What follows belongs to an exercise in optimizing a design on an open flow for small area; a production flow would make more cautious choices. RTL that was checked went through simulation tests only; none was proved equivalent to the original. Power figures rest on the tool's default switching activity, not on a simulated workload.

## four_channel_rate_limited_averager_top
module four_channel_rate_limited_averager_top (
	input  logic                          clk,
	input  logic                          arst_n,
	input  logic                          s_tvalid,
	output logic                          s_tready,
	input  logic [fcrla_pkg::IN_W-1:0]    s_tdata,
	input  logic [1:0]                    s_tuser,
	output logic                          m_tvalid,
	input  logic                          m_tready,
	output logic [fcrla_pkg::OUT_W-1:0]   m_tdata,
	input  logic                          cfg_we,
	input  logic [fcrla_pkg::IVAL_W-1:0]  cfg_data
);
clock: 10.0 ns
lec_check: 0
cap_margin: 20
core_margin: 2
core_utilization: 65
gpl_timing_driven: 0
slew_margin: 20
standard.sh (not shown) runs the stock make flow with config.mk's settings and CLKGATE_MAP_FILE= SYNTH_SCRIPT=/design/flow/synth_recipe.tcl, a recipe that flattens the netlist after the stock synthesis.
==> flow/flow/run.sh <==
#!/bin/bash
# The standard layout with two changes: the port buffers use the smallest
# buffer cell (every port still gets its own buffer), and the clock tree is
# built from fewer, larger clusters without dummy loads.
set -euo pipefail
bash standard.sh \
  BUFFER_PORTS_ARGS="-buffer_cell sky130_fd_sc_hd__buf_1" \
  CTS_ARGS="-sink_clustering_enable -repair_clock_nets -sink_clustering_size 30 -sink_clustering_max_diameter 300 -buf_list sky130_fd_sc_hd__clkbuf_8 -dont_use_dummy_load" \
  finish > make_finish.log 2>&1
The baseline produced a clean layout.
Then changed:
ABC_AREA = 1   (was unset)
GPL_TIMING_DRIVEN = unset   (was 0)
After rerunning: The new run completed with no timing, DRC or antenna violations. First-iteration DRC count went down by 1.5%. Maximum frequency went up by 1.1%. Die area stays flat. Cell count went up by 8.9%.

Another version of the RTL of four_channel_rate_limited_averager_top (not shown whole).
Size: ~180 flip-flops, about 210 I/O pins, roughly 8800 sq um of cells after synthesis.
==> flow/config.mk <==
export PLATFORM = sky130hd
export DESIGN_NAME = four_channel_rate_limited_averager_top
export DESIGN_NICKNAME = four_channel_rate_limited_averager_top
export VERILOG_FILES = /design/flow/design.v
export SDC_FILE = /design/flow/constraint.sdc
export NUM_CORES = 4
export LEC_CHECK = 0
export CAP_MARGIN = 20
export CORE_MARGIN = 2
export CORE_UTILIZATION = 40
export CTS_BUF_LIST = sky130_fd_sc_hd__clkbuf_8
export CTS_CLUSTER_DIAMETER = 200
export CTS_CLUSTER_SIZE = 30
export SLEW_MARGIN = 20
==> flow/constraint.sdc <==
create_clock -name core_clock -period 10.0 [get_ports {clk}]
set_input_delay 2.0000 -clock core_clock [delete_from_list [all_inputs] [get_ports {clk}]]
set_output_delay 2.0000 -clock core_clock [all_outputs]
set_load 0.01 [all_outputs]
==> flow/flow/run.sh <==
#!/bin/bash
# The standard layout, with the port buffers made of the smallest buffer cell
# instead of the default choice. Every port still gets its own buffer.
set -euo pipefail
bash standard.sh BUFFER_PORTS_ARGS="-buffer_cell sky130_fd_sc_hd__buf_1" finish > make_finish.log 2>&1
Rerun with:
- CTS_BUF_LIST: sky130_fd_sc_hd__clkbuf_8 -> sky130_fd_sc_hd__clkbuf_16
- CTS_CLUSTER_SIZE: 30 -> 60
The changed run went through all stages and came out clean; maximum frequency barely changes; total power increases by 7.5%; count of clock-buffer cells in the layout is unchanged; non-clock buffer count climbs by 2; sequential share of layout area falls by 1.1 points.
Rerun with:
- CTS_BUF_LIST: sky130_fd_sc_hd__clkbuf_16 -> sky130_fd_sc_hd__clkbuf_8
- CTS_CLUSTER_DIAMETER: 200 -> default
- CTS_CLUSTER_SIZE: 60 -> default
After rerunning: The new run went through all stages and came out clean; clock-buffer cell count stays the same; power came out lower by a few percent; non-clock buffer count came out lower by 2; design area decreases by a few percent; fmax hardly moves; utilization decreases by 1.2 points; synthesized area does not change; sequential power hardly moves.
No functional check of the RTL was part of any run of this note.

four_channel_rate_limited_averager_top, a different RTL version from the one above (not shown whole).
Size in the first run: ~720 cells after synthesis, roughly 180 flip-flops, about 210 I/O pins, about 0.0088 mm² of cells after synthesis.
export LEC_CHECK = 0
export CAP_MARGIN = 20
export CORE_MARGIN = 2
export CORE_UTILIZATION = 40
export SLEW_MARGIN = 20
create_clock -name core_clock -period 10.0 [get_ports {clk}]
==> flow/flow/run.sh <==
#!/bin/bash
# The standard layout with two changes: the port buffers use the smallest
# buffer cell (every port still gets its own buffer), and the clock tree is
# built from fewer, larger clusters without dummy loads.
set -euo pipefail
bash standard.sh \
  BUFFER_PORTS_ARGS="-buffer_cell sky130_fd_sc_hd__buf_1" \
  CTS_ARGS="-sink_clustering_enable -repair_clock_nets -sink_clustering_size 60 -sink_clustering_max_diameter 300 -buf_list sky130_fd_sc_hd__clkbuf_16 -dont_use_dummy_load" \
  finish > make_finish.log 2>&1
Then changed:
==> flow/flow/run.sh (replaced) <==
#!/bin/bash
# The standard layout with two changes: the port buffers use the smallest
# buffer cell (every port still gets its own buffer), and the clock tree is
# built from fewer, larger clusters without dummy loads.
set -euo pipefail
bash standard.sh \
  BUFFER_PORTS_ARGS="-buffer_cell sky130_fd_sc_hd__buf_1" \
  CTS_ARGS="-sink_clustering_enable -repair_clock_nets -sink_clustering_size 30 -sink_clustering_max_diameter 300 -buf_list sky130_fd_sc_hd__clkbuf_8 -dont_use_dummy_load" \
  finish > make_finish.log 2>&1
Settings changed: CORE_UTILIZATION 40 to 65.
What happened:
- sequential share of layout area grows by 2.1 points
- final area went down by 4.4%
- setup slack improved by 73 ps
- die area goes down by 38%
- utilization rose by 27 points
- wire length goes down by 5.0%
- sequential power hardly moves
- power came out lower by 8.0%
- hold slack got worse by 6.9 ps
Then changed:
Settings changed: CORE_UTILIZATION 65 to 40.
Register-to-register slack improves by 90 ps.
Final cell count goes up by 10%.
Area after synthesis does not change.
Die area goes up by 60%.
Setup slack degrades by 74 ps.
Routed wire length goes up by 4.7%.
Total power stays flat.
Via count goes down by about 2.3%.

four_channel_rate_limited_averager_top with an RTL version that a note above also has.
Size in the first run: roughly 650 cells after synthesis, roughly 180 flip-flops, about 210 I/O pins, ~8600 sq um of cells after synthesis.
Settings: LEC_CHECK=0, CAP_MARGIN=20, CORE_MARGIN=2, CORE_UTILIZATION=80, SLEW_MARGIN=20; clock period 10.0 ns.
==> flow/flow/run.sh <==
#!/bin/bash
# The standard layout with two changes: the port buffers use the smallest
# buffer cell (every port still gets its own buffer), and the clock tree is
# built from fewer, larger clusters without dummy loads.
set -euo pipefail
bash standard.sh \
  BUFFER_PORTS_ARGS="-buffer_cell sky130_fd_sc_hd__buf_1" \
  CTS_ARGS="-sink_clustering_enable -repair_clock_nets -sink_clustering_size 30 -sink_clustering_max_diameter 300 -buf_list sky130_fd_sc_hd__clkbuf_8 -dont_use_dummy_load" \
  finish > make_finish.log 2>&1
The starting point produced a layout that fails on setup timing.
Then changed:
Settings changed: CORE_UTILIZATION 80 to 60.
The new run ran to the end with no violations.
Clock skew rises by 0.013 ns.
Sequential power stays flat.
Wire length falls by a quarter to a third.
Combinational power falls by roughly a tenth.
Flip-flop and latch count does not change.
Clock power falls by a few percent.
Synthesized area stays the same.
Clock-buffer cell count stays the same.
Synthesized cell count does not change.
Cell count rises by a few percent.
Then changed:
Settings changed: CORE_UTILIZATION 60 to 72.
Result:
- cell area is about the same
- combinational power barely changes
- worst setup slack is worse by 0.080 ns
- die area shrinks by 16%
- first-iteration DRC count climbs by 46%
- final cell count fell by 3.5%
- critical path depth went up by 1
- hold slack barely changes
- via count rose by 5.5%
- count of clock-buffer cells in the layout is unchanged
- routed wire length goes up by 5.8%
Then changed:
Settings changed: CORE_UTILIZATION 72 to 65.
What happened: First-iteration DRC count came out lower by 21%. Synthesized area stays the same. Global-route usage goes down by 2.8 points.

Setup of run 1:
four_channel_rate_limited_averager_top, a different RTL version from the one above (not shown whole).
For scale: ~680 cells after synthesis, roughly 180 flip-flops, about 210 I/O pins.
==> flow/config.mk <==
export PLATFORM = sky130hd
export DESIGN_NAME = four_channel_rate_limited_averager_top
export DESIGN_NICKNAME = four_channel_rate_limited_averager_top
export VERILOG_FILES = /design/flow/design.v
export SDC_FILE = /design/flow/constraint.sdc
export NUM_CORES = 4
export LEC_CHECK = 0
export CAP_MARGIN = 20
export CORE_MARGIN = 2
export CORE_UTILIZATION = 40
export SLEW_MARGIN = 20
==> flow/constraint.sdc <==
create_clock -name core_clock -period 10.0 [get_ports {clk}]
set_input_delay 2.0000 -clock core_clock [delete_from_list [all_inputs] [get_ports {clk}]]
set_output_delay 2.0000 -clock core_clock [all_outputs]
set_load 0.01 [all_outputs]
==> flow/flow/run.sh <==
#!/bin/bash
# The standard layout, with the port buffers made of the smallest buffer cell
# instead of the default choice. Every port still gets its own buffer.
set -euo pipefail
bash standard.sh BUFFER_PORTS_ARGS="-buffer_cell sky130_fd_sc_hd__buf_1" finish > make_finish.log 2>&1
Relative to run 1, the following input files were edited for run 2:
==> flow/run.sh (new file) <==
#!/bin/bash
# synth_recipe.tcl (not shown) runs the flow's synth.tcl, then flattens the netlist and writes it again
# the make line also repeats each setting of config.mk as NAME=value (left out here)
make -C /OpenROAD-flow-scripts/flow DESIGN_CONFIG=/design/flow/config.mk WORK_HOME=/design/flow/orfs CLKGATE_MAP_FILE= SYNTH_SCRIPT=/design/flow/synth_recipe.tcl finish
removed: flow/flow/run.sh
removed: flow/standard.sh
### Flow results
For run 2, the worst-path cell with the longest stage delay was clkdlybuf4s50_1, unlike run 1, where it was fa_2.
Run 1 reports its power group with the largest share as registers while run 2 reports combinational cells.
Run 1 → run 2: clock-buffer cell count dropped 1, cell area after placement climbed about 12%.
Going from run 1 to run 2, the synthesis-to-layout area growth was found to have gone up by 14 points.
Synthesized cell count came out exactly the same in run 1 and run 2.
The cell area in run 2 sits 12% above the value recorded for run 1.
Power: run 2 draws more than run 1
No functional check of the RTL was part of any run of this note.

Setup of xenon:
Another version of the RTL of four_channel_rate_limited_averager_top (not shown whole).
Size in the first run: roughly 1600 cells after synthesis.
clock: 10.0 ns
lec_check: 0
abc_area: 1
cap_margin: 20
core_margin: 2
core_utilization: 60
slew_margin: 20
run.sh (not shown) runs the stock make flow with config.mk's settings and CLKGATE_MAP_FILE= SYNTH_SCRIPT=/design/flow/synth_recipe.tcl, a recipe that flattens the netlist after the stock synthesis.
Stock flow here: none of the scripts above is used.
xenon has completed all stages; timing, DRC and antenna checks passed.
The following lists how onyx was set up differently from xenon:
Settings: ABC_AREA removed (was 1); CORE_UTILIZATION changed from 60 to 40.
xenon completed end to end with timing, DRC and antenna clean. onyx: done, clean on timing, DRC and antenna. Power share of the combinational group, xenon and onyx, higher one = xenon. From onyx to xenon, register area did not move at all. In onyx the total via count in the routed design turned out about 14% lower than in xenon. onyx ends up with higher data arrival at the endpoint of the critical path than xenon does. onyx: switching power summed over all nets is about 6.5% lower than what xenon reported. onyx ended up with a lower cell area after technology mapping than xenon did.

-- port drivers added, routing unchanged --
Ports are ideal in the flow. The routed layouts listed here were re-timed in OpenROAD.
Step 1, drivers: a clkbuf_16 drives clk and a buf_2 each remaining input, both assumed.
Step 2, shift: input delay + t, output delay - t, t = (earliest + latest rising clock arrival at the registers) / 2. This alone moves slack from input paths to output paths.
a / b / c = no drivers / after step 1 / after step 2; a / b = the first two.
run	t, ns	setup slack, ns	worst hold slack (ns)	worst register clock-pin slew, ns	pins driven straight from the clock port
the first run of note 1	0.485	0.328 / 0.341 / -0.144	0.320 / 0.320 / 0.320	0.10 / 0.10	1
the second run of note 1	0.486	0.430 / 0.426 / -0.061	0.325 / 0.325 / 0.325	0.09 / 0.09	1
the first run of note 2	0.494	0.400 / 0.401 / -0.093	0.331 / 0.331 / 0.331	0.11 / 0.11	1
the second run of note 2	0.472	0.395 / 0.416 / -0.056	0.328 / 0.328 / 0.328	0.08 / 0.08	1
the third run of note 2	0.494	0.400 / 0.401 / -0.093	0.331 / 0.331 / 0.331	0.11 / 0.11	1
the first run of note 3	0.457	0.333 / 0.358 / -0.098	0.317 / 0.317 / 0.317	0.07 / 0.07	1
the second run of note 3	0.481	0.406 / 0.423 / -0.058	0.310 / 0.310 / 0.310	0.10 / 0.10	1
the third run of note 3	0.473	0.332 / 0.353 / -0.120	0.316 / 0.316 / 0.316	0.10 / 0.10	1
the first run of note 4	0.526	-0.065 / -0.056 / -0.582	0.310 / 0.310 / 0.310	0.10 / 0.10	1
the second run of note 4	0.479	0.342 / 0.343 / -0.135	0.310 / 0.310 / 0.310	0.10 / 0.10	1
the third run of note 4	0.491	0.262 / 0.262 / -0.229	0.313 / 0.313 / 0.313	0.10 / 0.10	1
the fourth run of note 4	0.486	0.373 / 0.384 / -0.103	0.317 / 0.317 / 0.317	0.10 / 0.10	1
run 1	0.477	0.348 / 0.357 / -0.120	0.417 / 0.417 / 0.417	0.08 / 0.08	1
run 2	0.473	0.222 / 0.245 / -0.227	0.423 / 0.423 / 0.423	0.08 / 0.08	1
xenon	0.485	4.202 / 4.165 / 3.751	0.415 / 0.415 / 0.415	0.08 / 0.08	1
onyx	0.478	2.131 / 2.157 / 1.679	0.413 / 0.413 / 0.413	0.09 / 0.09	1
With both steps, setup timing fails in 13 of these runs, where it was met with ideal ports. The setup slack of the first run of note 4, which loses most, moves by +0.009 ns with the drivers and by -0.517 ns with both steps.
